Context: an optimization exercise on an open-source flow, tuned for small area, a short achievable clock period and few clock cycles per item. The choices shown serve that exercise and are no tape-out recipe. Where RTL was checked, it was by simulation tests only, not by an equivalence proof against the original.

==> module aes_key_schedule, before the edit <==
module aes_key_schedule (
    input  logic                            clk,
    input  logic                            load,
    input  logic [aes_pkg::block_width-1:0] key,
    input  logic [aes_pkg::byte_width-1:0]  rcon,
    output aes_pkg::aes_state_t             round_key,
    output aes_pkg::aes_state_t             next_key
);
    localparam int word_bytes = aes_pkg::word_width / aes_pkg::byte_width;
    logic [aes_pkg::word_width-1:0] rot_word;
    logic [aes_pkg::word_width-1:0] sub_word;
    logic [aes_pkg::word_width-1:0] w0_rcon;
    assign rot_word = {round_key.words[3][aes_pkg::word_width-aes_pkg::byte_width-1:0],
                       round_key.words[3][aes_pkg::word_width-1 -: aes_pkg::byte_width]};
    for (genvar i = 0; i < word_bytes; i++) begin : g_sbox
        aes_sbox i_sbox (
            .a (rot_word[aes_pkg::byte_width*i +: aes_pkg::byte_width]),
            .y (sub_word[aes_pkg::byte_width*i +: aes_pkg::byte_width])
        );
    end
    assign w0_rcon = round_key.words[0] ^ {rcon, {(aes_pkg::word_width-aes_pkg::byte_width){1'b0}}};
    logic [aes_pkg::word_width-1:0] w01, w23;
    assign w01 = w0_rcon ^ round_key.words[1];
    assign w23 = round_key.words[2] ^ round_key.words[3];
    always_comb begin
        next_key.words[0] = w0_rcon ^ sub_word;
        next_key.words[1] = w01 ^ sub_word;
        next_key.words[2] = round_key.words[2] ^ next_key.words[1];
        next_key.words[3] = w23 ^ next_key.words[1];
    end
    always_ff @(posedge clk) begin
        if (load) begin
            round_key <= key;
        end else begin
            round_key <= next_key;
        end
    end
endmodule
Settings: LEC_CHECK=0, ABC_AREA=1, CAP_MARGIN=20, CORE_MARGIN=2, CORE_UTILIZATION=45, SETUP_SLACK_MARGIN=1.25, SLEW_MARGIN=20; clock period 7.0 ns.
standard.sh (not shown) runs the stock make flow with config.mk's settings and CLKGATE_MAP_FILE= SYNTH_SCRIPT=/design/flow/synth_recipe.tcl, a recipe that flattens the netlist after the stock synthesis.
==> flow/flow/run.sh <==
#!/bin/bash
# Standard ORFS layout with these changes:
#  - synthesis maps the logic with its own ABC script
#    (flow/abc_area.script: delay-oriented mapping with some area
#    recovery), which suits this XOR-heavy design far better than
#    the stock scripts;
#  - synthesis skips the half/full-adder extraction, which would
#    freeze XOR/AND pairs of the S-boxes into slow adder cells;
#  - every port still gets its own buffer, but the smallest one.
# The registers and their names are those of the standard synthesis.
# make's output goes to make_finish.log; each ORFS step writes its
# own full log under orfs/logs/.
set -euo pipefail
WORK=$(pwd)
rm -rf "$WORK/scripts_mod"
cp -r "$FLOW_HOME/scripts" "$WORK/scripts_mod"
cp "$WORK/flow/abc_area.script" "$WORK/scripts_mod/abc_area.script"
bash "$WORK/standard.sh" SCRIPTS_DIR="$WORK/scripts_mod" ABC_AREA=1 ADDER_MAP_FILE= \
    BUFFER_PORTS_ARGS="-buffer_cell sky130_fd_sc_hd__buf_1" \
    finish > "$WORK/make_finish.log" 2>&1
==> flow/flow/abc_area.script <==
strash
dc2
&get -n
&dch
&nf -p -R 50
&put
topo
stime -c
buffer -c
upsize -c
dnsize -c
The starting point finished with timing, DRC and antenna clean.
Testbench counts at the start, summed over its fixed seeds: cycles 10,560, blocks 960.
Rerun with:
--- a/flow/design.v
+++ b/flow/design.v
@@ -226,18 +226,19 @@
             .a (rot_word[aes_pkg::byte_width*i +: aes_pkg::byte_width]),
             .y (sub_word[aes_pkg::byte_width*i +: aes_pkg::byte_width])
         );
     end
     assign w0_rcon = round_key.words[0] ^ {rcon, {(aes_pkg::word_width-aes_pkg::byte_width){1'b0}}};
-    logic [aes_pkg::word_width-1:0] w01, w23;
-    assign w01 = w0_rcon ^ round_key.words[1];
-    assign w23 = round_key.words[2] ^ round_key.words[3];
+    logic [aes_pkg::word_width-1:0] w01, w012, w0123;
+    assign w01   = w0_rcon ^ round_key.words[1];
+    assign w012  = w01 ^ round_key.words[2];
+    assign w0123 = w012 ^ round_key.words[3];
     always_comb begin
         next_key.words[0] = w0_rcon ^ sub_word;
         next_key.words[1] = w01 ^ sub_word;
-        next_key.words[2] = round_key.words[2] ^ next_key.words[1];
-        next_key.words[3] = w23 ^ next_key.words[1];
+        next_key.words[2] = w012 ^ sub_word;
+        next_key.words[3] = w0123 ^ sub_word;
     end
     always_ff @(posedge clk) begin
         if (load) begin
             round_key <= key;
         end else begin
=> Utilization went up by 0.23 points; final area barely changes; sequential cell count stays the same; hold slack hardly moves; first-iteration DRC count went down by 11%; clock skew went up by 41 ps; via count fell by 2.3%; register-to-register slack is worse by 110 ps.
The RTL of the second run of this note was laid out without a check of its function.

---

job 101:
aes_core, a different RTL version from the one above (not shown whole).
Size in the first run: roughly 390 I/O pins, ~40,000 um2 of cells after synthesis.
==> module aes_key_schedule, before the edit <==
module aes_key_schedule (
    input  logic                            clk,
    input  logic                            running,
    input  logic [aes_pkg::block_width-1:0] key,
    input  logic [aes_pkg::byte_width-1:0]  rcon,
    output aes_pkg::aes_state_t             round_key,
    output aes_pkg::aes_state_t             prev_key
);
    localparam int word_bytes = aes_pkg::word_width / aes_pkg::byte_width;
    aes_pkg::aes_state_t next_key;
    logic [aes_pkg::word_width-1:0] rot_word;
    logic [aes_pkg::word_width-1:0] sub_word;
    logic [aes_pkg::word_width-1:0] w0_rcon;
    assign prev_key = running ? round_key : key;
    assign rot_word = {prev_key.words[3][aes_pkg::word_width-aes_pkg::byte_width-1:0],
                       prev_key.words[3][aes_pkg::word_width-1 -: aes_pkg::byte_width]};
    for (genvar i = 0; i < word_bytes; i++) begin : g_sbox
        aes_sbox i_sbox (
            .a (rot_word[aes_pkg::byte_width*i +: aes_pkg::byte_width]),
            .y (sub_word[aes_pkg::byte_width*i +: aes_pkg::byte_width])
        );
    end
    assign w0_rcon = prev_key.words[0] ^ {rcon, {(aes_pkg::word_width-aes_pkg::byte_width){1'b0}}};
    logic [aes_pkg::word_width-1:0] w01, w012, w0123;
    assign w01   = w0_rcon ^ prev_key.words[1];
    assign w012  = w01 ^ prev_key.words[2];
    assign w0123 = w012 ^ prev_key.words[3];
    always_comb begin
        next_key.words[0] = w0_rcon ^ sub_word;
        next_key.words[1] = w01 ^ sub_word;
        next_key.words[2] = w012 ^ sub_word;
        next_key.words[3] = w0123 ^ sub_word;
    end
    always_ff @(posedge clk) begin
        round_key <= next_key;
    end
endmodule
==> module aes_round, before the edit <==
module aes_round (
    input  logic                            clk,
    input  logic                            rst,
    input  logic                            running,
    input  logic                            valid,
    input  logic [aes_pkg::block_width-1:0] plaintext,
    input  aes_pkg::aes_state_t             round_key,
    input  aes_pkg::aes_state_t             round_in_key,
    output logic [aes_pkg::block_width-1:0] ciphertext
);
    localparam int num_bytes = aes_pkg::block_width / aes_pkg::byte_width;
    localparam int num_cols  = aes_pkg::block_width / aes_pkg::word_width;
    aes_pkg::aes_state_t cur_state;
    aes_pkg::aes_state_t mix_state;
    aes_pkg::aes_state_t add_state;
    aes_pkg::aes_state_t sub_state;
    aes_pkg::aes_state_t shift_state;
    logic [aes_pkg::block_width-1:0] result;
    function automatic logic [aes_pkg::word_width-1:0] mix_column(
        input logic [aes_pkg::word_width-1:0] col
    );
        logic [aes_pkg::byte_width-1:0] a0, a1, a2, a3;
        logic [aes_pkg::byte_width-1:0] s0, s1, s2, s3;
        {a0, a1, a2, a3} = col;
        s0 = a0 ^ a1;
        s1 = a1 ^ a2;
        s2 = a2 ^ a3;
        s3 = a3 ^ a0;
        mix_column = {aes_pkg::xtime(s0) ^ (s2 ^ a1),
                      aes_pkg::xtime(s1) ^ (s3 ^ a2),
                      aes_pkg::xtime(s2) ^ (s0 ^ a3),
                      aes_pkg::xtime(s3) ^ (s1 ^ a0)};
    endfunction
    always_comb begin
        for (int c = 0; c < num_cols; c++) begin
            mix_state.words[c] = mix_column(cur_state.words[c]);
        end
    end
    assign add_state = (running ? mix_state : plaintext) ^ round_in_key;
    for (genvar i = 0; i < num_bytes; i++) begin : g_sbox
        aes_sbox i_sbox (
            .a (add_state.bytes[i]),
            .y (sub_state.bytes[i])
        );
    end
    always_comb begin
        for (int c = 0; c < num_cols; c++) begin
            for (int r = 0; r < num_cols; r++) begin
                shift_state.bytes[num_cols*c + r] =
                    sub_state.bytes[num_cols*((c + r) % num_cols) + r];
            end
        end
    end
    always_ff @(posedge clk) begin
        cur_state <= shift_state;
    end
    assign ciphertext = valid ? (cur_state ^ round_key) : result;
    always_ff @(posedge clk or posedge rst) begin
        if (rst) begin
            result <= '0;
        end else begin
            result <= ciphertext;
        end
    end
endmodule
==> module aes_core, before the edit <==
module aes_core (
    input  logic                            clk,
    input  logic                            rst,
    input  logic                            start,
    input  logic [aes_pkg::block_width-1:0] plaintext,
    input  logic [aes_pkg::block_width-1:0] key,
    output logic [aes_pkg::block_width-1:0] ciphertext,
    output logic                            valid
);
    logic                           running;
    logic                           last_round;
    logic [aes_pkg::byte_width-1:0] rcon;
    aes_pkg::aes_state_t            round_key;
    aes_pkg::aes_state_t            round_in_key;
    aes_ctrl i_aes_ctrl (
        .clk        (clk),
        .rst        (rst),
        .start      (start),
        .last_round (last_round),
        .running    (running),
        .valid      (valid)
    );
    aes_round_counter i_aes_round_counter (
        .clk        (clk),
        .rst        (rst),
        .running    (running),
        .last_round (last_round),
        .rcon       (rcon)
    );
    aes_key_schedule i_aes_key_schedule (
        .clk       (clk),
        .running   (running),
        .key       (key),
        .rcon      (rcon),
        .round_key (round_key),
        .prev_key  (round_in_key)
    );
    aes_round i_aes_round (
        .clk        (clk),
        .rst        (rst),
        .running    (running),
        .valid      (valid),
        .plaintext    (plaintext),
        .round_key    (round_key),
        .round_in_key (round_in_key),
        .ciphertext (ciphertext)
    );
endmodule
==> flow/config.mk <==
export PLATFORM = sky130hd
export DESIGN_NAME = aes_core
export DESIGN_NICKNAME = aes_core
export VERILOG_FILES = /design/flow/design.v
export SDC_FILE = /design/flow/constraint.sdc
export NUM_CORES = 8
export LEC_CHECK = 0
export ABC_AREA = 1
export CAP_MARGIN = 20
export CORE_MARGIN = 2
export CORE_UTILIZATION = 45
export SETUP_SLACK_MARGIN = 1.6
export SLEW_MARGIN = 20
==> flow/constraint.sdc <==
create_clock -name core_clock -period 7.0 [get_ports {clk}]
set_input_delay 1.4000 -clock core_clock [delete_from_list [all_inputs] [get_ports {clk}]]
set_output_delay 1.4000 -clock core_clock [all_outputs]
set_load 0.01 [all_outputs]
Scripts as last shown in full above: flow/flow/run.sh, flow/flow/abc_area.script
Testbench counts of job 101, summed over its fixed seeds: cycles 9,600, blocks 960.
The following lists how job 102 was set up differently from job 101:
-- flow/design.v --
<<< job 101, line 205
    input  logic [aes_pkg::block_width-1:0] key,
    input  logic [aes_pkg::byte_width-1:0]  rcon,
    output aes_pkg::aes_state_t             round_key,
    output aes_pkg::aes_state_t             prev_key
);
    localparam int word_bytes = aes_pkg::word_width / aes_pkg::byte_width;
    aes_pkg::aes_state_t next_key;
    logic [aes_pkg::word_width-1:0] rot_word;
>>> job 102, line 205
    input  logic [aes_pkg::block_width-1:0] key,
    input  logic [aes_pkg::byte_width-1:0]  rcon,
    output aes_pkg::aes_state_t             round_key
);
    localparam int word_bytes = aes_pkg::word_width / aes_pkg::byte_width;
    aes_pkg::aes_state_t prev_key;
    aes_pkg::aes_state_t next_key;
    logic [aes_pkg::word_width-1:0] rot_word;
<<< job 101, line 223
    end
    assign w0_rcon = prev_key.words[0] ^ {rcon, {(aes_pkg::word_width-aes_pkg::byte_width){1'b0}}};
    logic [aes_pkg::word_width-1:0] w01, w012, w0123;
    assign w01   = w0_rcon ^ prev_key.words[1];
    assign w012  = w01 ^ prev_key.words[2];
    assign w0123 = w012 ^ prev_key.words[3];
    always_comb begin
        next_key.words[0] = w0_rcon ^ sub_word;
        next_key.words[1] = w01 ^ sub_word;
        next_key.words[2] = w012 ^ sub_word;
        next_key.words[3] = w0123 ^ sub_word;
    end
    always_ff @(posedge clk) begin
>>> job 102, line 223
    end
    assign w0_rcon = prev_key.words[0] ^ {rcon, {(aes_pkg::word_width-aes_pkg::byte_width){1'b0}}};
    logic [aes_pkg::word_width-1:0] w01, w23;
    assign w01 = w0_rcon ^ prev_key.words[1];
    assign w23 = prev_key.words[2] ^ prev_key.words[3];
    always_comb begin
        next_key.words[0] = w0_rcon ^ sub_word;
        next_key.words[1] = w01 ^ sub_word;
        next_key.words[2] = prev_key.words[2] ^ next_key.words[1];
        next_key.words[3] = w23 ^ next_key.words[1];
    end
    always_ff @(posedge clk) begin
<<< job 101, line 244
    input  logic                            valid,
    input  logic [aes_pkg::block_width-1:0] plaintext,
    input  aes_pkg::aes_state_t             round_key,
    input  aes_pkg::aes_state_t             round_in_key,
    output logic [aes_pkg::block_width-1:0] ciphertext
);
>>> job 102, line 243
    input  logic                            valid,
    input  logic [aes_pkg::block_width-1:0] plaintext,
    input  logic [aes_pkg::block_width-1:0] key,
    input  aes_pkg::aes_state_t             round_key,
    output logic [aes_pkg::block_width-1:0] ciphertext
);
<<< job 101, line 276
        end
    end
    assign add_state = (running ? mix_state : plaintext) ^ round_in_key;
    for (genvar i = 0; i < num_bytes; i++) begin : g_sbox
        aes_sbox i_sbox (
>>> job 102, line 275
        end
    end
    assign add_state = running ? (mix_state ^ round_key) : (plaintext ^ key);
    for (genvar i = 0; i < num_bytes; i++) begin : g_sbox
        aes_sbox i_sbox (
<<< job 101, line 317
    logic [aes_pkg::byte_width-1:0] rcon;
    aes_pkg::aes_state_t            round_key;
    aes_pkg::aes_state_t            round_in_key;
    aes_ctrl i_aes_ctrl (
        .clk        (clk),
>>> job 102, line 316
    logic [aes_pkg::byte_width-1:0] rcon;
    aes_pkg::aes_state_t            round_key;
    aes_ctrl i_aes_ctrl (
        .clk        (clk),
<<< job 101, line 338
        .key       (key),
        .rcon      (rcon),
        .round_key (round_key),
        .prev_key  (round_in_key)
    );
    aes_round i_aes_round (
>>> job 102, line 336
        .key       (key),
        .rcon      (rcon),
        .round_key (round_key)
    );
    aes_round i_aes_round (
<<< job 101, line 346
        .running    (running),
        .valid      (valid),
        .plaintext    (plaintext),
        .round_key    (round_key),
        .round_in_key (round_in_key),
        .ciphertext (ciphertext)
    );
>>> job 102, line 343
        .running    (running),
        .valid      (valid),
        .plaintext  (plaintext),
        .key        (key),
        .round_key  (round_key),
        .ciphertext (ciphertext)
    );
==> comparison <==
Relative to job 101, the data required time of the worst path of job 102 is lower by 0.05 ns. Going from job 101 to job 102, worst setup slack fell by 0.072 ns; final net count rose by about 2.7%; aggregate global-route resource usage fell by 0.34 points. Job 101 ended up with i_aes_ctrl.running as its critical path launch point; job 102 ended up with key[74]. Taking job 101 as the reference, in job 102 area growth from synthesis to layout up 0.48 points; post-synth design cell area up 2.0%; number of buffers created by CTS up about 2%. The maximum frequency reported for job 102 is smaller than that of job 101 by about 1.4%. Routed wire length (job 102 over job 101): increase, 1600 um. As of job 102, via count of the first global-routing pass had risen by a few percent compared to job 101. Compared with job 101, count of vias placed by the detailed router in job 102 increased by a few percent.
Testbench counts of job 102, summed over its fixed seeds: cycles 9,600, blocks 960.

port drivers added, routing unchanged:
The flow's constraints put no driver on any port. The routed layouts listed below were extracted and timed again, unchanged, in two steps.
Step 1 (the two cells are an assumption about what drives the block):
set clk [get_ports {clk}]
set_driving_cell -lib_cell sky130_fd_sc_hd__clkbuf_16 $clk
set_driving_cell -lib_cell sky130_fd_sc_hd__buf_2 [delete_from_list [all_inputs] $clk]
Step 2 times the ports against the registers' clock, not the clock port: input delays grow and output delays shrink by t, the midpoint of the rising clock arrivals with the driver on.
Slacks: no drivers / after step 1 / after step 2; pairs: no drivers / after step 1.
run | shift t [ns] | setup slack, ns | latest minus earliest clock arrival (ns) | slew at the worst register clock pin (ns)
the first run of note 1 | 0.684 | 1.501 / 1.501 / 1.501 | 0.022 / 0.022 | 0.07 / 0.07
the second run of note 1 | 0.684 | 1.392 / 1.392 / 1.392 | 0.061 / 0.061 | 0.07 / 0.07
job 101 | 0.720 | 1.717 / 1.717 / 1.064 | 0.031 / 0.031 | 0.07 / 0.07
job 102 | 0.702 | 1.644 / 1.690 / 0.988 | 0.028 / 0.028 | 0.07 / 0.07
After both steps every run listed still meets setup and hold. For job 102, which loses most, drivers alone change the setup slack by +0.046 ns; drivers and shift together by -0.656 ns.
